Context: an optimization exercise on an open-source flow, tuned for small area, a short achievable clock period and few clock cycles. The choices shown serve that exercise and are no tape-out recipe. Where RTL was checked, it was by simulation tests only, not by an equivalence proof against the original. The RTL of runs 2 and 3 was laid out without a check of its function. Power is estimated from default activity; no workload was simulated.

[flow/design.v]
module wn_dot #(
   parameter int unsigned NCH  = 16,
   parameter int unsigned DW   = 8,
   parameter int unsigned AW   = 4,
   parameter int unsigned ACCW = 2*DW+AW,
   parameter int unsigned OW   = DW
) (
   input  logic                     clk,
   input  logic                     xrst,
   input  logic                     start,
   input  logic [AW-1:0]            len,
   input  logic                     relu,
   output logic [AW-1:0]            x_raddr,
   input  logic signed [DW-1:0]     x_rdata,
   output logic [NCH*AW-1:0]        w_raddr,
   input  logic signed [NCH*DW-1:0] w_rdata,
   output logic [NCH*OW-1:0]        y,
   output logic                     busy,
   output logic                     finish
);
   localparam logic [ACCW-1:0] K_TERM = 20'hfab00;
   localparam int unsigned NCOPY = 2;
   logic          r_busy;
   logic          r_run;       
   logic [AW-1:0] r_addr;
   logic [AW-1:0] r_len_m1;
   logic          r_relu;
   logic          r_first1;    
   logic          r_last1, r_last2;
   logic          r_finish;
   logic [ACCW-1:0] w_pre;     
   logic w_accept, w_fetch, w_last;
   assign w_accept = start & ~r_busy;
   assign w_fetch  = w_accept | r_run;
   assign w_last   = w_accept ? (len == AW'(1)) : (r_run & (r_addr == r_len_m1));
   always_ff @(posedge clk or negedge xrst) begin
      if (!xrst) begin
         r_busy   <= 1'b0;
         r_run    <= 1'b0;
         r_addr   <= '0;
         r_len_m1 <= '0;
         r_relu   <= 1'b0;
         r_first1 <= 1'b0;
         r_last1  <= 1'b0;
         r_last2  <= 1'b0;
         r_finish <= 1'b0;
      end else begin
         r_busy   <= w_accept | (r_busy & ~r_last2);
         r_run    <= w_fetch & ~w_last;
         r_addr   <= (w_fetch & ~w_last) ? r_addr + AW'(1) : '0;
         if (w_accept) begin
            r_len_m1 <= len - AW'(1);
            r_relu   <= relu;
         end
         r_first1 <= w_accept;
         r_last1  <= w_last;
         r_last2  <= r_last1;
         r_finish <= r_last2;
      end
   end
   assign w_pre = ACCW'({r_len_m1 + AW'(1) == '0, AW'(r_len_m1 + AW'(1))}) * K_TERM;
   logic [3:0] w_one, w_two, w_neg;
   always_comb begin
      for (int k = 0; k < 4; k++) begin
         logic b2, b1, b0;
         b2 = x_rdata[2*k+1];
         b1 = x_rdata[2*k];
         b0 = (k == 0) ? 1'b0 : x_rdata[2*k-1];
         w_one[k] = b1 ^ b0;
         w_two[k] = (b2 & ~b1 & ~b0) | (~b2 & b1 & b0);
         w_neg[k] = b2;
      end
   end
   logic [3:0] r_one0, r_two0, r_neg0;
   always_ff @(posedge clk) begin
      r_one0 <= w_one;
      r_two0 <= w_two;
      r_neg0 <= w_neg;
   end
   logic [3:0] r_one1, r_two1, r_neg1;
   always_ff @(posedge clk) begin
      r_one1 <= ~w_one;
      r_two1 <= ~w_two;
      r_neg1 <= ~w_neg;
   end
   logic [DW-1:0]   r_w   [NCH];
   logic [ACCW-1:0] r_acc [NCH];    
   logic [ACCW-1:0] w_sum [NCH];
   logic [1:0]      r_cs  [NCH];    
   logic [1:0]      w_cs  [NCH];
   for (genvar c = 0; c < NCH; c++) begin : g_ch
      logic [ACCW-1:0] w_ain;
      logic [3:0]      w_c_one, w_c_two, w_c_neg;
      assign w_ain = r_acc[c];
      always_comb begin
         if (c / (NCH / NCOPY) == 0) begin
            w_c_one = r_one0;
            w_c_two = r_two0;
            w_c_neg = r_neg0;
         end
         else if (c / (NCH / NCOPY) == 1) begin
            w_c_one = ~r_one1;
            w_c_two = ~r_two1;
            w_c_neg = ~r_neg1;
         end
         else begin
            w_c_one = r_one0;
            w_c_two = r_two0;
            w_c_neg = r_neg0;
         end
      end
      wn_dot_mac u_mac (.i_one(w_c_one), .i_two(w_c_two), .i_neg(w_c_neg), .i_w(r_w[c]),
                        .i_acc(w_ain), .i_cs(r_cs[c]), .o_cs(w_cs[c]),
                        .o_sum(w_sum[c]));
      always_ff @(posedge clk) begin
         r_w[c]   <= w_rdata[c*DW +: DW];
         r_acc[c] <= r_first1 ? w_pre : w_sum[c];
         r_cs[c]  <= r_first1 ? '0 : w_cs[c];
      end
   end
   always_comb begin
      for (int c = 0; c < NCH; c++) begin
         logic [3:0] mid;
         logic [7:0] hi;
         logic       cs1, cs2, cmid, add1, add2, neg, top1, top0, in_range;
         logic       hi_m0, hi_m1;           
         mid  = r_acc[c][11:8];
         hi   = r_acc[c][19:12];
         cs1  = r_cs[c][0];
         cs2  = r_cs[c][1];
         cmid = cs1 & (mid == '1);
         add1 = cs2 | cmid;                  
         add2 = cs2 & cmid;                  
         hi_m0 = hi == '1;
         hi_m1 = hi == {{(7){1'b1}}, 1'b0};
         top1 = ((mid == '1) & ~cs1 | (mid == {{(3){1'b1}}, 1'b0}) & cs1)
                & (hi_m0 & ~cs2 | hi_m1 & cs2);
         top0 = (mid == '0) & ~cs1 & ((hi == '0) & ~cs2 | hi_m0 & cs2)
              | (mid == '1) & cs1 & (hi_m0 & ~cs2 | hi_m1 & cs2);
         neg  = hi[7] ^ (add1 & (hi[6:0] == '1) | add2 & (hi[6:0] == {{(6){1'b1}}, 1'b0}));
         in_range = (top1 & (r_acc[c][7:OW-1] == '1)) | (top0 & (r_acc[c][7:OW-1] == '0));
         y[c*OW +: OW] = {~(r_relu & neg) & (in_range ? r_acc[c][OW-1] : neg),
                          {(OW-1){~(r_relu & neg)}} & (in_range ? r_acc[c][OW-2:0] : {(OW-1){~neg}})};
      end
   end
   assign x_raddr = r_addr;
   assign w_raddr = {NCH{r_addr}};
   assign busy    = r_busy;
   assign finish  = r_finish;
endmodule
module wn_dot_mac (
   input  logic [3:0]  i_one,    
   input  logic [3:0]  i_two,    
   input  logic [3:0]  i_neg,    
   input  logic [7:0]  i_w,
   input  logic [19:0] i_acc,
   input  logic [1:0]  i_cs,     
   output logic [1:0]  o_cs,
   output logic [19:0] o_sum
);
   logic s1, c1;
   logic s2, c2;
   logic s3, c3;
   logic s4, c4;
   logic s5, c5;
   logic s6, c6;
   logic s7, c7;
   logic s8, c8;
   logic s9, c9;
   logic s10, c10;
   logic s11, c11;
   logic s12, c12;
   logic s13, c13;
   logic s14, c14;
   logic s15, c15;
   logic s16, c16;
   logic s17, c17;
   logic s18, c18;
   logic s19, c19;
   logic s20, c20;
   logic s21, c21;
   logic s22, c22;
   logic s23, c23;
   logic s24, c24;
   logic s25, c25;
   logic s26, c26;
   logic s27, c27;
   logic s28, c28;
   logic s29, c29;
   logic s30, c30;
   logic s31, c31;
   logic s32, c32;
   logic s33, c33;
   logic s34, c34;
   logic s35, c35;
   logic s36, c36;
   assign s1 = i_acc[4] ^ i_neg[2];
   assign c1 = i_acc[4] & i_neg[2];
   assign s2 = i_acc[5] ^ (i_neg[0] ^ ((i_one[0] & i_w[5]) | (i_two[0] & i_w[4])));
   assign c2 = i_acc[5] & (i_neg[0] ^ ((i_one[0] & i_w[5]) | (i_two[0] & i_w[4])));
   assign s3 = i_acc[6] ^ i_neg[3] ^ (i_neg[0] ^ ((i_one[0] & i_w[6]) | (i_two[0] & i_w[5])));
   assign c3 = (i_acc[6] & i_neg[3]) | (i_acc[6] & (i_neg[0] ^ ((i_one[0] & i_w[6]) | (i_two[0] & i_w[5])))) | (i_neg[3] & (i_neg[0] ^ ((i_one[0] & i_w[6]) | (i_two[0] & i_w[5]))));
   assign s4 = (i_neg[1] ^ ((i_one[1] & i_w[4]) | (i_two[1] & i_w[3]))) ^ (i_neg[2] ^ ((i_one[2] & i_w[2]) | (i_two[2] & i_w[1])));
   assign c4 = (i_neg[1] ^ ((i_one[1] & i_w[4]) | (i_two[1] & i_w[3]))) & (i_neg[2] ^ ((i_one[2] & i_w[2]) | (i_two[2] & i_w[1])));
   assign s5 = i_acc[7] ^ (i_neg[0] ^ ((i_one[0] & i_w[7]) | (i_two[0] & i_w[6]))) ^ (i_neg[1] ^ ((i_one[1] & i_w[5]) | (i_two[1] & i_w[4])));
   assign c5 = (i_acc[7] & (i_neg[0] ^ ((i_one[0] & i_w[7]) | (i_two[0] & i_w[6])))) | (i_acc[7] & (i_neg[1] ^ ((i_one[1] & i_w[5]) | (i_two[1] & i_w[4])))) | ((i_neg[0] ^ ((i_one[0] & i_w[7]) | (i_two[0] & i_w[6]))) & (i_neg[1] ^ ((i_one[1] & i_w[5]) | (i_two[1] & i_w[4]))));
   assign s6 = (i_neg[2] ^ ((i_one[2] & i_w[3]) | (i_two[2] & i_w[2]))) ^ (i_neg[3] ^ ((i_one[3] & i_w[1]) | (i_two[3] & i_w[0])));
   assign c6 = (i_neg[2] ^ ((i_one[2] & i_w[3]) | (i_two[2] & i_w[2]))) & (i_neg[3] ^ ((i_one[3] & i_w[1]) | (i_two[3] & i_w[0])));
   assign s7 = i_acc[8] ^ i_cs[0] ^ (i_neg[1] ^ ((i_one[1] & i_w[6]) | (i_two[1] & i_w[5])));
   assign c7 = (i_acc[8] & i_cs[0]) | (i_acc[8] & (i_neg[1] ^ ((i_one[1] & i_w[6]) | (i_two[1] & i_w[5])))) | (i_cs[0] & (i_neg[1] ^ ((i_one[1] & i_w[6]) | (i_two[1] & i_w[5]))));
   assign s8 = (i_neg[2] ^ ((i_one[2] & i_w[4]) | (i_two[2] & i_w[3]))) ^ (i_neg[3] ^ ((i_one[3] & i_w[2]) | (i_two[3] & i_w[1]))) ^ ~(i_neg[0] ^ ((i_one[0] & i_w[7]) | (i_two[0] & i_w[7])));
   assign c8 = ((i_neg[2] ^ ((i_one[2] & i_w[4]) | (i_two[2] & i_w[3]))) & (i_neg[3] ^ ((i_one[3] & i_w[2]) | (i_two[3] & i_w[1])))) | ((i_neg[2] ^ ((i_one[2] & i_w[4]) | (i_two[2] & i_w[3]))) & ~(i_neg[0] ^ ((i_one[0] & i_w[7]) | (i_two[0] & i_w[7])))) | ((i_neg[3] ^ ((i_one[3] & i_w[2]) | (i_two[3] & i_w[1]))) & ~(i_neg[0] ^ ((i_one[0] & i_w[7]) | (i_two[0] & i_w[7]))));
   assign s9 = i_acc[9] ^ (i_neg[1] ^ ((i_one[1] & i_w[7]) | (i_two[1] & i_w[6]))) ^ (i_neg[2] ^ ((i_one[2] & i_w[5]) | (i_two[2] & i_w[4])));
   assign c9 = (i_acc[9] & (i_neg[1] ^ ((i_one[1] & i_w[7]) | (i_two[1] & i_w[6])))) | (i_acc[9] & (i_neg[2] ^ ((i_one[2] & i_w[5]) | (i_two[2] & i_w[4])))) | ((i_neg[1] ^ ((i_one[1] & i_w[7]) | (i_two[1] & i_w[6]))) & (i_neg[2] ^ ((i_one[2] & i_w[5]) | (i_two[2] & i_w[4]))));
   assign s10 = i_acc[10] ^ (i_neg[2] ^ ((i_one[2] & i_w[6]) | (i_two[2] & i_w[5])));
   assign c10 = i_acc[10] & (i_neg[2] ^ ((i_one[2] & i_w[6]) | (i_two[2] & i_w[5])));
   assign s11 = i_acc[2] ^ i_neg[1];
   assign c11 = i_acc[2] & i_neg[1];
   assign s12 = i_acc[3] ^ (i_neg[0] ^ ((i_one[0] & i_w[3]) | (i_two[0] & i_w[2])));
   assign c12 = i_acc[3] & (i_neg[0] ^ ((i_one[0] & i_w[3]) | (i_two[0] & i_w[2])));
   assign s13 = (i_neg[0] ^ ((i_one[0] & i_w[4]) | (i_two[0] & i_w[3]))) ^ (i_neg[1] ^ ((i_one[1] & i_w[2]) | (i_two[1] & i_w[1]))) ^ (i_neg[2] ^ (i_one[2] & i_w[0]));
   assign c13 = ((i_neg[0] ^ ((i_one[0] & i_w[4]) | (i_two[0] & i_w[3]))) & (i_neg[1] ^ ((i_one[1] & i_w[2]) | (i_two[1] & i_w[1])))) | ((i_neg[0] ^ ((i_one[0] & i_w[4]) | (i_two[0] & i_w[3]))) & (i_neg[2] ^ (i_one[2] & i_w[0]))) | ((i_neg[1] ^ ((i_one[1] & i_w[2]) | (i_two[1] & i_w[1]))) & (i_neg[2] ^ (i_one[2] & i_w[0])));
   assign s14 = c1 ^ (i_neg[1] ^ ((i_one[1] & i_w[3]) | (i_two[1] & i_w[2]))) ^ (i_neg[2] ^ ((i_one[2] & i_w[1]) | (i_two[2] & i_w[0])));
   assign c14 = (c1 & (i_neg[1] ^ ((i_one[1] & i_w[3]) | (i_two[1] & i_w[2])))) | (c1 & (i_neg[2] ^ ((i_one[2] & i_w[1]) | (i_two[2] & i_w[0])))) | ((i_neg[1] ^ ((i_one[1] & i_w[3]) | (i_two[1] & i_w[2]))) & (i_neg[2] ^ ((i_one[2] & i_w[1]) | (i_two[2] & i_w[0]))));
   assign s15 = (i_neg[3] ^ (i_one[3] & i_w[0])) ^ c2 ^ s4;
   assign c15 = ((i_neg[3] ^ (i_one[3] & i_w[0])) & c2) | ((i_neg[3] ^ (i_one[3] & i_w[0])) & s4) | (c2 & s4);
   assign s16 = c4 ^ s6 ^ c3;
   assign c16 = (c4 & s6) | (c4 & c3) | (s6 & c3);
   assign s17 = c6 ^ c5 ^ s7;
   assign c17 = (c6 & c5) | (c6 & s7) | (c5 & s7);
   assign s18 = (i_neg[3] ^ ((i_one[3] & i_w[3]) | (i_two[3] & i_w[2]))) ^ c7 ^ c8;
   assign c18 = ((i_neg[3] ^ ((i_one[3] & i_w[3]) | (i_two[3] & i_w[2]))) & c7) | ((i_neg[3] ^ ((i_one[3] & i_w[3]) | (i_two[3] & i_w[2]))) & c8) | (c7 & c8);
   assign s19 = (i_neg[3] ^ ((i_one[3] & i_w[4]) | (i_two[3] & i_w[3]))) ^ ~(i_neg[1] ^ ((i_one[1] & i_w[7]) | (i_two[1] & i_w[7]))) ^ s10;
   assign c19 = ((i_neg[3] ^ ((i_one[3] & i_w[4]) | (i_two[3] & i_w[3]))) & ~(i_neg[1] ^ ((i_one[1] & i_w[7]) | (i_two[1] & i_w[7])))) | ((i_neg[3] ^ ((i_one[3] & i_w[4]) | (i_two[3] & i_w[3]))) & s10) | (~(i_neg[1] ^ ((i_one[1] & i_w[7]) | (i_two[1] & i_w[7]))) & s10);
   assign s20 = i_acc[11] ^ (i_neg[2] ^ ((i_one[2] & i_w[7]) | (i_two[2] & i_w[6]))) ^ (i_neg[3] ^ ((i_one[3] & i_w[5]) | (i_two[3] & i_w[4])));
   assign c20 = (i_acc[11] & (i_neg[2] ^ ((i_one[2] & i_w[7]) | (i_two[2] & i_w[6])))) | (i_acc[11] & (i_neg[3] ^ ((i_one[3] & i_w[5]) | (i_two[3] & i_w[4])))) | ((i_neg[2] ^ ((i_one[2] & i_w[7]) | (i_two[2] & i_w[6]))) & (i_neg[3] ^ ((i_one[3] & i_w[5]) | (i_two[3] & i_w[4]))));
   assign s21 = i_acc[12] ^ i_cs[1] ^ (i_neg[3] ^ ((i_one[3] & i_w[6]) | (i_two[3] & i_w[5])));
   assign c21 = (i_acc[12] & i_cs[1]) | (i_acc[12] & (i_neg[3] ^ ((i_one[3] & i_w[6]) | (i_two[3] & i_w[5])))) | (i_cs[1] & (i_neg[3] ^ ((i_one[3] & i_w[6]) | (i_two[3] & i_w[5]))));
   assign s22 = i_acc[0] ^ i_neg[0];
   assign c22 = i_acc[0] & i_neg[0];
   assign s23 = i_acc[1] ^ (i_neg[0] ^ ((i_one[0] & i_w[1]) | (i_two[0] & i_w[0])));
   assign c23 = i_acc[1] & (i_neg[0] ^ ((i_one[0] & i_w[1]) | (i_two[0] & i_w[0])));
   assign s24 = (i_neg[0] ^ ((i_one[0] & i_w[2]) | (i_two[0] & i_w[1]))) ^ (i_neg[1] ^ (i_one[1] & i_w[0])) ^ s11;
   assign c24 = ((i_neg[0] ^ ((i_one[0] & i_w[2]) | (i_two[0] & i_w[1]))) & (i_neg[1] ^ (i_one[1] & i_w[0]))) | ((i_neg[0] ^ ((i_one[0] & i_w[2]) | (i_two[0] & i_w[1]))) & s11) | ((i_neg[1] ^ (i_one[1] & i_w[0])) & s11);
   assign s25 = c11 ^ (i_neg[1] ^ ((i_one[1] & i_w[1]) | (i_two[1] & i_w[0]))) ^ s12;
   assign c25 = (c11 & (i_neg[1] ^ ((i_one[1] & i_w[1]) | (i_two[1] & i_w[0])))) | (c11 & s12) | ((i_neg[1] ^ ((i_one[1] & i_w[1]) | (i_two[1] & i_w[0]))) & s12);
   assign s26 = s1 ^ c12 ^ s13;
   assign c26 = (s1 & c12) | (s1 & s13) | (c12 & s13);
   assign s27 = s2 ^ c13 ^ s14;
   assign c27 = (s2 & c13) | (s2 & s14) | (c13 & s14);
   assign s28 = c14 ^ s3 ^ s15;
   assign c28 = (c14 & s3) | (c14 & s15) | (s3 & s15);
   assign s29 = s5 ^ c15 ^ s16;
   assign c29 = (s5 & c15) | (s5 & s16) | (c15 & s16);
   assign s30 = s8 ^ c16 ^ s17;
   assign c30 = (s8 & c16) | (s8 & s17) | (c16 & s17);
   assign s31 = s9 ^ c17 ^ s18;
   assign c31 = (s9 & c17) | (s9 & s18) | (c17 & s18);
   assign s32 = c9 ^ s19 ^ c18;
   assign c32 = (c9 & s19) | (c9 & c18) | (s19 & c18);
   assign s33 = c10 ^ s20 ^ c19;
   assign c33 = (c10 & s20) | (c10 & c19) | (s20 & c19);
   assign s34 = ~(i_neg[2] ^ ((i_one[2] & i_w[7]) | (i_two[2] & i_w[7]))) ^ c20 ^ s21;
   assign c34 = (~(i_neg[2] ^ ((i_one[2] & i_w[7]) | (i_two[2] & i_w[7]))) & c20) | (~(i_neg[2] ^ ((i_one[2] & i_w[7]) | (i_two[2] & i_w[7]))) & s21) | (c20 & s21);
   assign s35 = i_acc[13] ^ (i_neg[3] ^ ((i_one[3] & i_w[7]) | (i_two[3] & i_w[6]))) ^ c21;
   assign c35 = (i_acc[13] & (i_neg[3] ^ ((i_one[3] & i_w[7]) | (i_two[3] & i_w[6])))) | (i_acc[13] & c21) | ((i_neg[3] ^ ((i_one[3] & i_w[7]) | (i_two[3] & i_w[6]))) & c21);
   assign s36 = i_acc[14] ^ ~(i_neg[3] ^ ((i_one[3] & i_w[7]) | (i_two[3] & i_w[7])));
   assign c36 = i_acc[14] & ~(i_neg[3] ^ ((i_one[3] & i_w[7]) | (i_two[3] & i_w[7])));
   logic [19:0] w_ra, w_rb;
   assign w_ra = {i_acc[19], i_acc[18], i_acc[17], i_acc[16], i_acc[15], s36, c34, s34, s33, s32, c30, c29, c28, c27, c26, c25, c24, c23, c22, (i_neg[0] ^ (i_one[0] & i_w[0]))};
   assign w_rb = {1'b0, 1'b0, 1'b0, 1'b0, c36, c35, s35, c33, c32, c31, s31, s30, s29, s28, s27, s26, s25, s24, s23, s22};
   assign {o_cs[0], o_sum[7:0]} = 9'(w_ra[7:0]) + 9'(w_rb[7:0]);
   assign {o_cs[1], o_sum[11:8]} = 5'(w_ra[11:8]) + 5'(w_rb[11:8]);
   assign o_sum[19:12] = w_ra[19:12] + w_rb[19:12];
endmodule
[flow/flow/run.sh]
#!/bin/bash
# The standard layout (the standard.sh), with three changes:
#  - after the standard synthesis, flow/fa_polarity.py flips the polarity of full adders
#    (FA(~a,~b,~c) = ~FA(a,b,c)) to drop inverters around them; registers are untouched
#  - the port buffers are plain buffers instead of the default delay cells
#  - flow/io.tcl puts each channel's data pins on one side of the die (four channels a side)
# Each tool's output goes to a log here: synth.log, fa_polarity.log, layout.log
# (ORFS's own per-step logs stay under orfs/logs).
set -euo pipefail
ARGS=(BUFFER_PORTS_ARGS="-buffer_cell sky130_fd_sc_hd__buf_2" IO_CONSTRAINTS="$PWD/flow/io.tcl")
RES=$PWD/orfs/results/$FLOW_PLATFORM/wn_dot/base
bash standard.sh "${ARGS[@]}" "$RES/1_2_yosys.v" > synth.log 2>&1
python3 flow/fa_polarity.py "$RES/1_2_yosys.v" "$RES/1_2_yosys.fapol.v" > fa_polarity.log 2>&1
cp "$RES/1_2_yosys.v" "$RES/1_2_yosys.orig.v"
mv "$RES/1_2_yosys.fapol.v" "$RES/1_2_yosys.v"
bash standard.sh "${ARGS[@]}" finish > layout.log 2>&1
[flow/flow/fa_polarity.py]
#!/usr/bin/env python3
"""Remove inverters around full-adder cells in a Yosys gate netlist.

A full adder is self-dual: FA(~a, ~b, ~c) gives ~SUM and ~COUT. So a full adder whose
inputs mostly arrive through inverters can take the true signals instead and deliver
inverted outputs, which then cancel inverters at its loads. This script picks, for each
sky130 full adder, the polarity that needs the fewest inverters (greedy passes until no
change), and rewrites the netlist with the inverters that are still needed. The
function of every net that is a port or a register pin is unchanged, and no register
is touched.

usage: fa_polarity.py IN.v OUT.v
"""
import re
import sys
from collections import defaultdict

FA = 'sky130_fd_sc_hd__fa_1'
INV_CELLS = {'sky130_fd_sc_hd__inv_1', 'sky130_fd_sc_hd__inv_2', 'sky130_fd_sc_hd__clkinv_1'}
OUT_PINS = {'X', 'Y', 'Q', 'Q_N', 'SUM', 'COUT', 'HI', 'LO'}

src = open(sys.argv[1]).read()
m = re.search(r'\n(\s*\w+\s+[\\\w$.\[\]]+\s*\()', src)
# split header (declarations) and cell instances
inst_re = re.compile(r'^  (sky130_fd_sc_hd__\w+) (\S+)\s+\(\n(.*?)\n  \);\n', re.S | re.M)
cells = []
for mm in inst_re.finditer(src):
    typ, name, body = mm.group(1), mm.group(2), mm.group(3)
    pins = []
    for pm in re.finditer(r'\.(\w+)\((.*?)\)(?:,|$)', body, re.M):
        pins.append((pm.group(1), pm.group(2).strip()))
    cells.append([typ, name, pins, mm.start(), mm.end()])
ncell = len(re.findall(r'^  sky130_fd_sc_hd__', src, re.M))
assert ncell == len(cells), (ncell, len(cells))
first = cells[0][3]
last = cells[-1][4]
header, footer = src[:first], src[last:]
assert 'assign' not in src, 'netlist has assigns'

# inverters: out -> in
inv_in = {}
for typ, name, pins, _, _ in cells:
    if typ in INV_CELLS:
        d = dict(pins)
        inv_in[d['Y']] = d['A']

def root(net):
    pol = 0
    seen = 0
    while net in inv_in:
        net = inv_in[net]
        pol ^= 1
        seen += 1
        assert seen < 100
    return net, pol

port_nets = set()
for d in re.finditer(r'^\s*(input|output)\s+(\[\d+:\d+\]\s+)?(\S+);', header, re.M):
    rng, nm = d.group(2), d.group(3)
    if rng:
        hi, lo = map(int, re.findall(r'\d+', rng))
        for i in range(min(hi, lo), max(hi, lo) + 1):
            port_nets.add(f'{nm}[{i}]')
    else:
        port_nets.add(nm)

XSWAP = {'sky130_fd_sc_hd__xor2_1': 'sky130_fd_sc_hd__xnor2_1',
         'sky130_fd_sc_hd__xnor2_1': 'sky130_fd_sc_hd__xor2_1'}
fa_cells = [c for c in cells if c[0] == FA]
x_cells = [c for c in cells if c[0] in XSWAP]
flip = {c[1]: 0 for c in fa_cells}
xflip = {c[1]: 0 for c in x_cells}
drv_fa = {}          # root net -> (fa name) for FA outputs
for c in fa_cells:
    d = dict(c[2])
    drv_fa[d['SUM']] = c[1]
    drv_fa[d['COUT']] = c[1]
drv_x = {}
for c in x_cells:
    d = dict(c[2])
    drv_x[d['Y'] if 'Y' in d else d['X']] = c[1]

# loads: list of (cell name, pin, root, pol); inverter cells are dropped as loads,
# except inverters that drive ports (kept as plain loads to preserve the port net)
loads = defaultdict(list)     # root -> list of [cellname, pin, pol]
keep_inv = set()
for typ, name, pins, _, _ in cells:
    if typ in INV_CELLS:
        d = dict(pins)
        if d['Y'] in port_nets:
            keep_inv.add(name)
        else:
            continue
    for p, n in pins:
        if p in OUT_PINS:
            continue
        if n.startswith("1'b"):
            continue
        r, pol = root(n)
        loads[r].append([name, p, pol])
fa_inputs = {c[1]: [] for c in fa_cells}
for r, ls in loads.items():
    for l in ls:
        if l[0] in fa_inputs:
            fa_inputs[l[0]].append((r, l))

def phys(r):
    f = drv_fa.get(r)
    if f:
        return flip[f]
    x = drv_x.get(r)
    return xflip[x] if x else 0

def need_inv(r):
    p = phys(r)
    return any((l[2] ^ (flip[l[0]] if l[0] in flip else 0)) != p for l in loads.get(r, []))

def cost_around(fname):
    rs = set(r for r, _ in fa_inputs[fname])
    c = [x for x in fa_cells_by_name[fname][2] if x[0] in ('SUM', 'COUT')]
    rs.update(n for _, n in c)
    return rs

fa_cells_by_name = {c[1]: c for c in fa_cells}
fixed = set()
for c in fa_cells:
    for p, n in c[2]:
        if n.startswith("1'b") or (p in ('SUM', 'COUT') and n in port_nets):
            fixed.add(c[1])
total0 = sum(1 for r in loads if need_inv(r))

def greedy(order):
    for it in range(30):
        changed = 0
        for c in order:
            f = c[1]
            if f in fixed:
                continue
            rs = cost_around(f)
            before = sum(need_inv(r) for r in rs)
            flip[f] ^= 1
            after = sum(need_inv(r) for r in rs)
            if after < before:
                changed += 1
            else:
                flip[f] ^= 1
        for r, xn in drv_x.items():
            before = need_inv(r)
            xflip[xn] ^= 1
            after = need_inv(r)
            if after < before:
                changed += 1
            else:
                xflip[xn] ^= 1
        if not changed:
            break
    return sum(1 for r in loads if need_inv(r))

# a few greedy descents from shuffled orders; keep the best (deterministic seed)
import random
rng = random.Random(1)
best = None
for trial in range(8):
    for f in flip:
        flip[f] = 0
    for x in xflip:
        xflip[x] = 0
    order = list(fa_cells)
    if trial:
        rng.shuffle(order)
    cost = greedy(order)
    if best is None or cost < best[0]:
        best = (cost, dict(flip), dict(xflip))
flip.update(best[1])
xflip.update(best[2])
total1 = sum(1 for r in loads if need_inv(r))
sys.stderr.write(f'inverted roots: {total0} -> {total1}; flipped {sum(flip.values())} of {len(fa_cells)} adders, {sum(xflip.values())} xor/xnor; '
                 f'inverters in netlist before: {sum(1 for c in cells if c[0] in INV_CELLS)}\n')

# rewrite: each root that needs its opposite physical polarity gets one inverter
out_cells = []
newinv = {}
k = 0
def inv_of(r):
    global k
    if r not in newinv:
        k += 1
        newinv[r] = (f'fapol_inv{k}', f'fapol_n{k}')
    return newinv[r][1]

for typ, name, pins, _, _ in cells:
    if typ in INV_CELLS and name not in keep_inv:
        continue
    newpins = []
    for p, n in pins:
        if p in OUT_PINS or n.startswith("1'b"):
            newpins.append((p, n))
            continue
        r, pol = root(n)
        want = pol ^ (flip[name] if name in flip else 0)
        if typ in INV_CELLS:
            # kept inverter driving a port: feed it the polarity it needs
            want = pol
        if want == phys(r):
            newpins.append((p, r))
        else:
            newpins.append((p, inv_of(r)))
    if name in xflip and xflip[name]:
        typ = XSWAP[typ]
        outpin = 'Y' if typ.endswith('xnor2_1') else 'X'
        newpins = [(outpin if p in ('X', 'Y') else p, n) for p, n in newpins]
    out_cells.append((typ, name, newpins))

# physical outputs of flipped adders carry the complement of the original net; the
# original net name keeps its logical meaning only where it is used through root(),
# so the flipped adder keeps its output net names (now holding the complement).
def esc(n):
    # escaped identifiers end at whitespace
    return n + ' ' if n.startswith('\\') else n
lines = []
for typ, name, pins in out_cells:
    lines.append(f'  {typ} {esc(name)} (\n' + ',\n'.join(f'    .{p}({esc(n)})' for p, n in pins) + '\n  );\n')
for r, (iname, onet) in newinv.items():
    lines.append(f'  sky130_fd_sc_hd__inv_1 {iname} (\n    .A({esc(r)}),\n    .Y({onet})\n  );\n')
decl = ''.join(f'  wire {onet};\n' for _, onet in newinv.values())
# declarations go before the first cell
hdr = header
open(sys.argv[2], 'w').write(hdr + decl + ''.join(lines) + footer)
sys.stderr.write(f'new inverters: {len(newinv)}\n')
[flow/flow/io.tcl]
# Pin regions: each side of the die takes four channels' weight, address and result pins,
# so each channel's logic can sit near its own pins.
set_io_pin_constraint -region left:* -pin_names {w_rdata[0] w_rdata[1] w_rdata[2] w_rdata[3] w_rdata[4] w_rdata[5] w_rdata[6] w_rdata[7] y[0] y[1] y[2] y[3] y[4] y[5] y[6] y[7] w_raddr[0] w_raddr[1] w_raddr[2] w_raddr[3] w_rdata[8] w_rdata[9] w_rdata[10] w_rdata[11] w_rdata[12] w_rdata[13] w_rdata[14] w_rdata[15] y[8] y[9] y[10] y[11] y[12] y[13] y[14] y[15] w_raddr[4] w_raddr[5] w_raddr[6] w_raddr[7] w_rdata[16] w_rdata[17] w_rdata[18] w_rdata[19] w_rdata[20] w_rdata[21] w_rdata[22] w_rdata[23] y[16] y[17] y[18] y[19] y[20] y[21] y[22] y[23] w_raddr[8] w_raddr[9] w_raddr[10] w_raddr[11] w_rdata[24] w_rdata[25] w_rdata[26] w_rdata[27] w_rdata[28] w_rdata[29] w_rdata[30] w_rdata[31] y[24] y[25] y[26] y[27] y[28] y[29] y[30] y[31] w_raddr[12] w_raddr[13] w_raddr[14] w_raddr[15]}
set_io_pin_constraint -region bottom:* -pin_names {w_rdata[32] w_rdata[33] w_rdata[34] w_rdata[35] w_rdata[36] w_rdata[37] w_rdata[38] w_rdata[39] y[32] y[33] y[34] y[35] y[36] y[37] y[38] y[39] w_raddr[16] w_raddr[17] w_raddr[18] w_raddr[19] w_rdata[40] w_rdata[41] w_rdata[42] w_rdata[43] w_rdata[44] w_rdata[45] w_rdata[46] w_rdata[47] y[40] y[41] y[42] y[43] y[44] y[45] y[46] y[47] w_raddr[20] w_raddr[21] w_raddr[22] w_raddr[23] w_rdata[48] w_rdata[49] w_rdata[50] w_rdata[51] w_rdata[52] w_rdata[53] w_rdata[54] w_rdata[55] y[48] y[49] y[50] y[51] y[52] y[53] y[54] y[55] w_raddr[24] w_raddr[25] w_raddr[26] w_raddr[27] w_rdata[56] w_rdata[57] w_rdata[58] w_rdata[59] w_rdata[60] w_rdata[61] w_rdata[62] w_rdata[63] y[56] y[57] y[58] y[59] y[60] y[61] y[62] y[63] w_raddr[28] w_raddr[29] w_raddr[30] w_raddr[31]}
set_io_pin_constraint -region right:* -pin_names {w_rdata[64] w_rdata[65] w_rdata[66] w_rdata[67] w_rdata[68] w_rdata[69] w_rdata[70] w_rdata[71] y[64] y[65] y[66] y[67] y[68] y[69] y[70] y[71] w_raddr[32] w_raddr[33] w_raddr[34] w_raddr[35] w_rdata[72] w_rdata[73] w_rdata[74] w_rdata[75] w_rdata[76] w_rdata[77] w_rdata[78] w_rdata[79] y[72] y[73] y[74] y[75] y[76] y[77] y[78] y[79] w_raddr[36] w_raddr[37] w_raddr[38] w_raddr[39] w_rdata[80] w_rdata[81] w_rdata[82] w_rdata[83] w_rdata[84] w_rdata[85] w_rdata[86] w_rdata[87] y[80] y[81] y[82] y[83] y[84] y[85] y[86] y[87] w_raddr[40] w_raddr[41] w_raddr[42] w_raddr[43] w_rdata[88] w_rdata[89] w_rdata[90] w_rdata[91] w_rdata[92] w_rdata[93] w_rdata[94] w_rdata[95] y[88] y[89] y[90] y[91] y[92] y[93] y[94] y[95] w_raddr[44] w_raddr[45] w_raddr[46] w_raddr[47]}
set_io_pin_constraint -region top:* -pin_names {w_rdata[96] w_rdata[97] w_rdata[98] w_rdata[99] w_rdata[100] w_rdata[101] w_rdata[102] w_rdata[103] y[96] y[97] y[98] y[99] y[100] y[101] y[102] y[103] w_raddr[48] w_raddr[49] w_raddr[50] w_raddr[51] w_rdata[104] w_rdata[105] w_rdata[106] w_rdata[107] w_rdata[108] w_rdata[109] w_rdata[110] w_rdata[111] y[104] y[105] y[106] y[107] y[108] y[109] y[110] y[111] w_raddr[52] w_raddr[53] w_raddr[54] w_raddr[55] w_rdata[112] w_rdata[113] w_rdata[114] w_rdata[115] w_rdata[116] w_rdata[117] w_rdata[118] w_rdata[119] y[112] y[113] y[114] y[115] y[116] y[117] y[118] y[119] w_raddr[56] w_raddr[57] w_raddr[58] w_raddr[59] w_rdata[120] w_rdata[121] w_rdata[122] w_rdata[123] w_rdata[124] w_rdata[125] w_rdata[126] w_rdata[127] y[120] y[121] y[122] y[123] y[124] y[125] y[126] y[127] w_raddr[60] w_raddr[61] w_raddr[62] w_raddr[63]}
[flow/standard.sh]
#!/bin/bash
# synth_recipe.tcl (not shown) runs the flow's synth.tcl, then flattens the netlist and writes it again
# the make line also repeats each setting of config.mk as NAME=value (left out here)
make -C /OpenROAD-flow-scripts/flow DESIGN_CONFIG=/design/flow/config.mk WORK_HOME=/design/flow/orfs CLKGATE_MAP_FILE= SYNTH_SCRIPT=/design/flow/synth_recipe.tcl "${@:-finish}"
[flow/config.mk]
export PLATFORM = sky130hd
export DESIGN_NAME = wn_dot
export DESIGN_NICKNAME = wn_dot
export VERILOG_FILES = /design/flow/design.v
export SDC_FILE = /design/flow/constraint.sdc
export NUM_CORES = 4
export LEC_CHECK = 0
export ABC_AREA = 1
export CAP_MARGIN = 20
export CORE_MARGIN = 2
export CORE_UTILIZATION = 55
export PLACE_DENSITY = 0.65
export SETUP_SLACK_MARGIN = 4.0
export SLEW_MARGIN = 20
[flow/constraint.sdc]
create_clock -name core_clock -period 8.0 [get_ports {clk}]
set_input_delay 1.6000 -clock core_clock [delete_from_list [all_inputs] [get_ports {clk}]]
set_output_delay 1.6000 -clock core_clock [all_outputs]
set_load 0.01 [all_outputs]
==> impl_metrics.json, run 1 <==
{
  "num_vias": 42600,
  "cts-root-buf": "clkbuf_16",
  "cp-end-kind": "primary output",
  "grt_max_degree": 86,
  "die_y_um": 301,
  "gp_congestion": 0.905,
  "grtUsageTotal_pct": 33.2,
  "overflow": 0,
  "syn_area_um2": 48400,
  "fin_setup_tns_ns": 0,
  "period_minus_slack_ns": 3.92,
  "fin_nets": 7149,
  "p_per_area_nw_per_um2": 509,
  "place_area_um2": 50600,
  "drv_slew": 0,
  "cts_buffers": 67,
  "cap_violations": 0,
  "wl_met1_um": 66900,
  "final_antenna_net_count": 0,
  "path_cells": "nand2_1 -> nor3_1 -> nand2_1 -> nand2_1 -> nand2_1 -> nand2_4 -> buf_12 -> nor2_4 -> buf_12 -> a21oi_4 -> buf_2",
  "ir_drop_mv": 0.280,
  "die_w_um": 301,
  "top_layer": "met5",
  "slew-limit-headroom_pct": 28.9,
  "h-tree-depth": 3,
  "worstSkewPairLatency_ns": 0.65,
  "clock-sinks": 519,
  "fin_crit_sh_pct": 48.9,
  "grt_pass1_wl_um": 234000,
  "total_power_mw": 28.1,
  "p_leak_nw": 26.5,
  "status": "complete, no violations",
  "viasPerCell": 5.83,
  "yosysWarningCount": 9,
  "critPathKind": "reg2out",
  "critPathArrivalTime_ns": 2.32,
  "critical_path.most_common_cell": "nand2_1",
  "cts_buffer_depth": 3,
  "grt_pass1_vias": 40900,
  "initialDrtViolationCount": 3966,
  "wl_um": 153000,
  "reg2reg_slack_ns": 4.10,
  "area_growth_syn_to_layout_pct": 14.2,
  "detail_route.wl_per_cell_um": 21.0,
  "min_path_type": "reg2reg",
  "cpMaxStageDelayCell": "dfxtp_2",
  "synth_nets": 6902,
  "required_ns": 6.40,
  "crit_path_start_kind": "flop",
  "antenna_found_initial": 4,
  "drive_gt1_share_pct": 14.7,
  "core.rowCount": 108,
  "worst_slew_pin_slew_ns": 1.06,
  "seq_area_um2": 10600,
  "final_common_cell": "nand2_1",
  "syn_avg_cell_area_um2": 8.28,
  "final_cell_mix": "nand2_1 (904), inv_1 (575), xor2_1 (474)",
  "hold_viol": 0,
  "n_fill_cell": 7498,
  "dp_hpwl_um": 106000,
  "fin_skew_ns": 0.0322,
  "drt_pass1_iterations": 6,
  "cts_tree": "yes",
  "crit_fanout": 7,
  "grt_setup_unrepaired": "yes",
  "multiInputGateArea_um2": 35400,
  "dieArea_um2": 90400,
  "syn_inst": 5848,
  "fmax_mhz": 255,
  "whs_ns": 0.376,
  "core_um2": 87000,
  "drc": 0,
  "io_pins": 342,
  "antennaDiodeCount": 0,
  "setup_viol": 0,
  "initial_utilization_pct": 55.6,
  "path_clk_slew_ns": 0.06,
  "portBuffers": 341,
  "slowest_delay_ns": 0.38,
  "design_area_um2": 55300,
  "met2_length_um": 67400,
  "postCtsHoldBufs": 0,
  "met3_length_um": 14600
}
==> per-layer routing <==
layer	track usage (%)	vias up
met5	0	-
met4	9.36	4
met3	7.30	280
met2	51.0	1856
met1	47.1	20500
li1	-	19900
==> final timing paths <==
path	from	endpoint	cells past startpoint
worst max-delay path	r_cs[5][0]	y[46]	11
worst min-delay path	r_last2	r_finish	0
worst max register to register	r_two1[1]	r_cs[12][1]	12
worst min register to register	r_last2	r_finish	0
max in group asynchronous	xrst	r_first1	1
min in group asynchronous	xrst	r_addr[3]	1
==> power by group <==
part / total (mW) / switching [mW] / leakage [nW] / internal (mW)
sequential: 5.16 / 1.12 / 4.45 / 4.04
clock: 3.12 / 1.29 / 1.08 / 1.83
combinational: 19.8 / 11.2 / 21.0 / 8.61
total: 28.1 / 13.7 / 26.5 / 14.5
==> critical path: cells and delay by family (launching register included) <==
kind,cells,cell delay (ns)
and+or+nand+nor,7,0.70
buffers and inverters,3,0.44
DFF,1,0.38
AOI/OAI and AO/OA,1,0.15
==> metrics by stage <==
step,setup slack (ns),cells,util [%]
2_1_floorplan,4.16,5848,-
3_3_place_gp,3.35,7112,58.1
3_5_place_dp,3.16,7112,58.1
4_1_cts,3.95,7254,62.0
5_1_grt,3.94,7300,63.5
6_report,4.08,7300,63.5
==> cell type report <==
class                      count  share of cell area, %
clock buffer                  94                   3.59
clock inverter                25                  0.419
multi-input combinational   4440                   64.1
inverter                     607                   4.33
tap                         1155                   2.61
timing repair buffer         460                   5.74
sequential                   519                   19.2
==> sequential cells by signal, summed over array words and instances, names as in the netlist <==
signal    flops
r_acc       320
r_addr        4
r_busy        1
r_cs         32
r_finish      1
r_first1      1
r_last1       1
r_last2       1
r_len_m1      4
r_neg0        4
r_neg1        4
r_one0        4
r_one1        4
r_relu        1
r_run         1
r_two0        4
r_two1        4
r_w         128
==> what timing repair did <==
action / in CTS / in global routing
resized for setup: 223 / 269
setup buffers: 22 / 39
cloned: 1 / 7
endpoints found under the hold margin: 0 / 0
endpoints found under the setup margin: 340 / 259
pin swaps: 41 / 45
Testbench counts, summed over its fixed seeds: cycles 17,126.
==> run 2, diff against run 1 <==
--- a/flow/design.v
+++ b/flow/design.v
@@ -83,6 +83,21 @@
       r_two1 <= ~w_two;
       r_neg1 <= ~w_neg;
    end
+   logic [3:0] w_negb, w_negc, r_negb, r_negc;
+   always_comb begin
+      for (int k = 0; k < 4; k++) begin
+         logic b2, b1, b0;
+         b2 = x_rdata[2*k+1];
+         b1 = x_rdata[2*k];
+         b0 = (k == 0) ? 1'b0 : x_rdata[2*k-1];
+         w_negb[k] = b2 & ~(b1 & b0);      
+         w_negc[k] = b2 | (~b1 & ~b0);     
+      end
+   end
+   always_ff @(posedge clk) begin
+      r_negb <= w_negb;
+      r_negc <= ~w_negc;
+   end
    logic [DW-1:0]   r_w   [NCH];
    logic [ACCW-1:0] r_acc [NCH];    
    logic [ACCW-1:0] w_sum [NCH];
@@ -108,6 +123,8 @@
             w_c_two = r_two0;
             w_c_neg = r_neg0;
          end
+         if (c / 4 == 1) w_c_neg = r_negb;
+         if (c / 4 == 3) w_c_neg = ~r_negc;
       end
       wn_dot_mac u_mac (.i_one(w_c_one), .i_two(w_c_two), .i_neg(w_c_neg), .i_w(r_w[c]),
                         .i_acc(w_ain), .i_cs(r_cs[c]), .o_cs(w_cs[c]),
--- a/flow/config.mk
+++ b/flow/config.mk
@@ -8,7 +8,7 @@
 export ABC_AREA = 1
 export CAP_MARGIN = 20
 export CORE_MARGIN = 2
-export CORE_UTILIZATION = 55
-export PLACE_DENSITY = 0.65
+export CORE_UTILIZATION = 65
+export PLACE_DENSITY = 0.75
 export SETUP_SLACK_MARGIN = 4.0
 export SLEW_MARGIN = 20
==> impl_metrics.json, run 2 <==
{
  "dieArea_um2": 77000,
  "cts_buffer_depth": 3,
  "die_w_um": 278,
  "crit_path_start_kind": "flop",
  "top_regs": "r_acc x320, r_w x128, r_cs x32",
  "area_growth_syn_to_layout_pct": 13.0,
  "portBuffers": 341,
  "wl_um": 146000,
  "cap_violations": 0,
  "largest_register_ffs": 320,
  "core_um2": 74200,
  "min_path_type": "reg2reg",
  "fin_crit_sh_pct": 49.3,
  "final_antenna_net_count": 0,
  "cp-end-kind": "primary output",
  "grtUsageTotal_pct": 36.9,
  "top_register": "r_acc",
  "h-tree-depth": 2,
  "drc": 0,
  "drive_gt1_share_pct": 14.5,
  "power.share.sequential_pct": 18.2,
  "p_per_area_nw_per_um2": 523,
  "yosysWarningCount": 9,
  "n_fill_cell": 5690,
  "fin_skew_ns": 0.0321,
  "grt_max_degree": 78,
  "hold_viol": 0,
  "crit_fanout": 7,
  "multiInputGateArea_um2": 35300,
  "syn_area_um2": 48600,
  "p_leak_nw": 26.5,
  "slew-limit-headroom_pct": 19.9,
  "viasPerCell": 6.04,
  "fin_nets": 7172,
  "io_pins": 342,
  "syn_avg_cell_area_um2": 8.29,
  "clock-sinks": 526,
  "status": "complete, no violations",
  "antenna_found_initial": 9,
  "drt_pass1_iterations": 6,
  "cts_buffers": 61,
  "setup_viol": 0,
  "cts_tree": "yes",
  "postCtsHoldBufs": 0,
  "switchingPower_mw": 13.9,
  "initialDrtViolationCount": 4216,
  "internal_power_mw": 14.8,
  "overflow": 0,
  "cts-root-buf": "clkbuf_16",
  "dp_hpwl_um": 100000,
  "gp_congestion": 0.921,
  "die_y_um": 278,
  "fin_setup_tns_ns": 0,
  "grt_pass1_wl_um": 226000,
  "seq_area_um2": 10700,
  "grt_pass1_vias": 42300,
  "synth_nets": 6924,
  "syn_inst": 5864,
  "drv_slew": 0,
  "ir_drop_mv": 0.304,
  "period_minus_slack_ns": 3.94,
  "required_ns": 6.40,
  "detail_route.wl_per_cell_um": 20.5,
  "critPathKind": "reg2out",
  "critPathArrivalTime_ns": 2.34,
  "fmax_mhz": 254,
  "worstSkewPairLatency_ns": 0.67,
  "final_cell_mix": "nand2_1 (915), inv_1 (575), xor2_1 (474)",
  "initial_utilization_pct": 65.5,
  "core.rowCount": 100,
  "p_clk_share_pct": 11.0,
  "total_power_mw": 28.7,
  "path_clk_slew_ns": 0.07,
  "grt_setup_unrepaired": "yes",
  "worst_slew_pin_slew_ns": 1.20,
  "num_vias": 43100,
  "p_comb_share_pct": 70.9,
  "final_common_cell": "nand2_1",
  "p_sw_share_pct": 48.6
}
[run 2: timing repair]
action	in CTS	in global routing
pin swaps	18	34
setup endpoints to repair	328	241
gates resized for setup	135	287
buffers inserted	28	38
gates cloned	1	7
[run 2: worst max-delay path: stages (launching register included)]
cell     delay [ns]
dfxtp_1        0.40
nand2_1        0.08
nor2_1         0.16
nand2_1        0.09
nand2_1        0.06
nand3_1        0.07
nand2_1        0.11
nand2_1        0.14
nand2_2        0.16
nand2_1        0.10
a21oi_2        0.16
buf_2          0.15
[run 2: stage by stage]
| stage | util (%) | setup WS (ns) | hold WS [ns] | instance area (µm²) | instances |
|---|---|---|---|---|---|
| 6_report | 74.0 | 4.06 | 0.361 | 54900 | 7134 |
| 5_1_grt | 74.0 | 3.89 | 0.365 | 54900 | 7133 |
| 4_1_cts | 72.2 | 4.00 | 0.365 | 53600 | 7088 |
| 3_5_place_dp | 68.2 | 3.21 | 0.347 | 50600 | 6944 |
| 3_3_place_gp | 68.2 | 3.33 | 0.344 | 50600 | 6943 |
| 2_1_floorplan | - | 4.24 | 0.331 | 48600 | 5864 |
[run 2: metal layers]
layer	vias up	global-route usage (%)	share of wire, %
met5	-	0	0.021
met4	6	13.4	3.8
met3	390	7.39	11
met2	2178	57.8	44
met1	20600	50.7	42
li1	20000	-	-
[run 2: power groups by stage]
stage          sequential [mW]  clock, mW  combinational [mW]
6_report                  5.21       3.15                20.4
5_1_grt                   5.34       3.27                23.7
4_1_cts                   5.13       3.17                20.0
3_5_place_dp              5.17          0                19.6
3_3_place_gp              5.16          0                18.9
2_1_floorplan             4.78          0                15.8
[run 2: layout make-up]
cell class              count  area share, %
inverters                 612           4.33
repair inverters            1         0.0159
clock inverters            35          0.909
multi-input cells        4449           64.3
flip-flops and latches    526           19.6
well taps                 969           2.21
diodes                      1        0.00455
clock buffers              80           3.17
repair buffers            461           5.55
[run 2: worst paths after layout]
path / startpoint / depth (start not counted) / end / slack, ns
setup / recovery: r_acc[2][15] / 11 / y[20] / 4.06
setup reg to reg: r_one0[0] / 13 / r_acc[5][11] / 4.12
hold / removal: r_last1 / 0 / r_last2 / 0.36
hold reg to reg: r_last1 / 0 / r_last2 / 0.36
max in group asynchronous: xrst / 1 / r_relu / 6.87
min in group asynchronous: xrst / 1 / r_first1 / 0.84
==> run 3, diff against run 2 <==
--- a/flow/design.v
+++ b/flow/design.v
@@ -28,6 +28,7 @@
    logic          r_first1;    
    logic          r_last1, r_last2;
    logic          r_finish;
+   logic [AW-1:0] r_waddr;     
    logic [ACCW-1:0] w_pre;     
    logic w_accept, w_fetch, w_last;
    assign w_accept = start & ~r_busy;
@@ -44,6 +45,7 @@
          r_last1  <= 1'b0;
          r_last2  <= 1'b0;
          r_finish <= 1'b0;
+         r_waddr  <= '0;
       end else begin
          r_busy   <= w_accept | (r_busy & ~r_last2);
          r_run    <= w_fetch & ~w_last;
@@ -56,6 +58,7 @@
          r_last1  <= w_last;
          r_last2  <= r_last1;
          r_finish <= r_last2;
+         r_waddr  <= r_addr;
       end
    end
    assign w_pre = ACCW'({r_len_m1 + AW'(1) == '0, AW'(r_len_m1 + AW'(1))}) * K_TERM;
@@ -83,22 +86,7 @@
       r_two1 <= ~w_two;
       r_neg1 <= ~w_neg;
    end
-   logic [3:0] w_negb, w_negc, r_negb, r_negc;
-   always_comb begin
-      for (int k = 0; k < 4; k++) begin
-         logic b2, b1, b0;
-         b2 = x_rdata[2*k+1];
-         b1 = x_rdata[2*k];
-         b0 = (k == 0) ? 1'b0 : x_rdata[2*k-1];
-         w_negb[k] = b2 & ~(b1 & b0);      
-         w_negc[k] = b2 | (~b1 & ~b0);     
-      end
-   end
-   always_ff @(posedge clk) begin
-      r_negb <= w_negb;
-      r_negc <= ~w_negc;
-   end
-   logic [DW-1:0]   r_w   [NCH];
+   logic [DW-1:0]   w_wt   [NCH];    
    logic [ACCW-1:0] r_acc [NCH];    
    logic [ACCW-1:0] w_sum [NCH];
    logic [1:0]      r_cs  [NCH];    
@@ -123,14 +111,12 @@
             w_c_two = r_two0;
             w_c_neg = r_neg0;
          end
-         if (c / 4 == 1) w_c_neg = r_negb;
-         if (c / 4 == 3) w_c_neg = ~r_negc;
-      end
-      wn_dot_mac u_mac (.i_one(w_c_one), .i_two(w_c_two), .i_neg(w_c_neg), .i_w(r_w[c]),
+      end
+      assign w_wt[c] = w_rdata[c*DW +: DW];
+      wn_dot_mac u_mac (.i_one(w_c_one), .i_two(w_c_two), .i_neg(w_c_neg), .i_w(w_wt[c]),
                         .i_acc(w_ain), .i_cs(r_cs[c]), .o_cs(w_cs[c]),
                         .o_sum(w_sum[c]));
       always_ff @(posedge clk) begin
-         r_w[c]   <= w_rdata[c*DW +: DW];
          r_acc[c] <= r_first1 ? w_pre : w_sum[c];
          r_cs[c]  <= r_first1 ? '0 : w_cs[c];
       end
@@ -161,7 +147,7 @@
       end
    end
    assign x_raddr = r_addr;
-   assign w_raddr = {NCH{r_addr}};
+   assign w_raddr = {NCH{r_waddr}};
    assign busy    = r_busy;
    assign finish  = r_finish;
 endmodule
--- a/flow/config.mk
+++ b/flow/config.mk
@@ -8,7 +8,7 @@
 export ABC_AREA = 1
 export CAP_MARGIN = 20
 export CORE_MARGIN = 2
-export CORE_UTILIZATION = 65
-export PLACE_DENSITY = 0.75
+export CORE_UTILIZATION = 55
+export PLACE_DENSITY = 0.65
 export SETUP_SLACK_MARGIN = 4.0
 export SLEW_MARGIN = 20
==> impl_metrics.json, run 3 <==
{
  "fin_setup_tns_ns": 0,
  "min_path_type": "reg2reg",
  "final_common_cell": "nand2_1",
  "viasPerCell": 5.91,
  "cts_tree": "yes",
  "cts_buffer_depth": 3,
  "wl_um": 158000,
  "detail_route.wl_per_cell_um": 21.6,
  "initialDrtViolationCount": 3665,
  "grt_max_degree": 142,
  "place_ws_ns": 3.17,
  "hp-start": "r_last1",
  "drc": 0,
  "critPathArrivalTime_ns": 4.64,
  "fin_crit_sh_pct": 51.9,
  "cts-root-buf": "clkbuf_16",
  "antenna_found_initial": 4,
  "syn_inst": 5730,
  "fmax_mhz": 241,
  "hold_viol": 0,
  "die_y_um": 293,
  "crit_path_start_kind": "input port",
  "n_fill_cell": 6576,
  "initial_utilization_pct": 55.7,
  "h-tree-depth": 2,
  "portBuffers": 341,
  "syn_avg_cell_area_um2": 8.01,
  "cap_violations": 0,
  "crit_start": "w_rdata[118]",
  "num_vias": 43100,
  "cpMaxStageDelayCell": "fa_1",
  "fin_skew_ns": 0.0292,
  "grt_setup_unrepaired": "yes",
  "crit_fanout": 3,
  "setup_viol": 0,
  "worst_slew_pin_slew_ns": 1.21,
  "worstSkewPairLatency_ns": 0.64,
  "dp_hpwl_um": 105000,
  "fin_nets": 7229,
  "postCtsHoldBufs": 0,
  "path_cells": "buf_6 -> clkinvlp_4 -> o22ai_4 -> xnor2_2 -> fa_1 -> fa_1 -> fa_2 -> ha_4 -> fa_2 -> inv_2 -> nor2_2 -> o21ai_1 -> a21oi_1",
  "final_cell_mix": "nand2_1 (896), xor2_1 (457), inv_1 (422)",
  "core.rowCount": 105,
  "synth_nets": 6784,
  "path_clk_slew_ns": 0.07,
  "cts_buffers": 52,
  "overflow": 0,
  "drv_slew": 0,
  "top_register": "r_acc",
  "whs_ns": 0.368,
  "p_per_area_nw_per_um2": 539,
  "grt_pass1_wl_um": 235000,
  "total_power_mw": 31.1,
  "yosysWarningCount": 9,
  "gp_congestion": 0.878,
  "final_antenna_net_count": 0,
  "crit_buf_inv": 3,
  "grtUsageTotal_pct": 35.3,
  "dieArea_um2": 85700,
  "p_leak_nw": 26.2,
  "syn_area_um2": 45900,
  "area_growth_syn_to_layout_pct": 25.5,
  "critPathKind": "in2reg",
  "period_minus_slack_ns": 4.15,
  "grt_pass1_vias": 41300,
  "cp_top_family": "adder cells",
  "cp-end-kind": "flop",
  "clock-sinks": 395,
  "slew-limit-headroom_pct": 19.2,
  "drive_gt1_share_pct": 28.2,
  "status": "complete, no violations",
  "ir_drop_mv": 0.348,
  "io_pins": 342,
  "setup_ws_ns": 3.85,
  "r2r-start": "r_two0[2]",
  "slowest_delay_ns": 0.52,
  "postLayoutCoreUtil_pct": 69.9,
  "largest_register_ffs": 320,
  "core_um2": 82400,
  "drt_pass1_iterations": 8,
  "top_regs": "r_acc x320, r_cs x32",
  "required_ns": 8.48,
  "die_w_um": 293
}
## run 3: metal layers
layer,global-route usage [%],vias up,wire [µm]
met3,10.3,370,16200
li1,-,19900,-
met4,13.0,2,6220
met2,52.7,2010,68100
met1,48.3,20800,67200
met5,0,-,13
## run 3: area by class of cell
type | count | area, µm² | share of cell area, %
Clock inverter | 21 | 205 | 0.356
Antenna cell | 6 | 15.0 | 0.0261
Inverter | 606 | 2730 | 4.74
Tap cell | 1070 | 1340 | 2.32
Timing Repair Buffer | 670 | 5080 | 8.82
Clock buffer | 70 | 1440 | 2.50
Sequential cell | 395 | 8130 | 14.1
Multi-Input combinational cell | 4450 | 38600 | 67.1
## run 3: path summary, 6_finish.rpt
path | end | slack [ns] | cells after the start
setup / recovery | r_cs[14][1] | 3.85 | 13
hold / removal | r_last2 | 0.37 | 0
setup reg to reg | r_cs[3][1] | 3.90 | 13
hold reg to reg | r_last2 | 0.37 | 0
max in group asynchronous | r_first1 | 6.77 | 1
min in group asynchronous | r_waddr[3] | 0.89 | 1
## run 3: power breakdown
| group | total [mW] | switching [mW] | internal (mW) |
|---|---|---|---|
| Combinational | 24.2 | 13.2 | 11.0 |
| Clock | 2.37 | 1.02 | 1.35 |
| Sequential | 4.52 | 1.13 | 3.39 |
| Total | 31.1 | 15.3 | 15.7 |
## run 3: stage by stage
stage	area, µm²	cells
3_3_place_gp	49200	6905
5_1_grt	57600	7282
6_report	57600	7288
2_1_floorplan	47100	5730
4_1_cts	53200	7122
3_5_place_dp	49200	6905
## run 3: timing repair
action / 4_1_cts / 5_1_grt
gates cloned: 1 / 2
resized for setup: 314 / 764
setup endpoints to repair: 335 / 307
buffers inserted: 125 / 158
pin swaps: 126 / 368
## run 3: worst register-to-register path, cell delays in order (launching register included)
cell	delay [ns]
dfxtp_1	0.33
inv_2	0.04
buf_4	0.67
o22ai_2	0.36
xor2_1	0.21
fa_1	0.48
fa_1	0.58
fa_1	0.47
buf_4	0.16
fa_2	0.38
nand2_1	0.07
inv_1	0.04
o21ai_1	0.11
a21oi_1	0.07

==> static timing again, ports no longer ideal <==
The flow's constraints put no driver on any port. The routed layouts listed below were extracted and timed again, unchanged, in two steps. Step 1 sets driving cells, clkbuf_16 on the clock port and buf_2 on the other inputs (assumed; they add their load-dependent delay and slew). Step 2 adds t to the input delays and takes it off the output delays; t is the mean of the earliest and latest rising clock arrival at the registers after step 1. Input paths then give back, and output paths get back, about the clock's delay inside the block. Slacks: no drivers / after step 1 / after step 2; pairs: no drivers / after step 1.
run | t (ns) | setup slack, ns | cell pins on the clock port's net
run 1 | 0.698 | 4.085 / 4.019 / 4.100 | 1
run 2 | 0.720 | 4.056 / 3.986 / 4.125 | 1
run 3 | 0.689 | 3.846 / 3.869 / 3.180 | 1
After both steps every run listed still meets setup and hold. For run 3, which loses most, drivers alone change the setup slack by +0.023 ns; drivers and shift together by -0.666 ns.
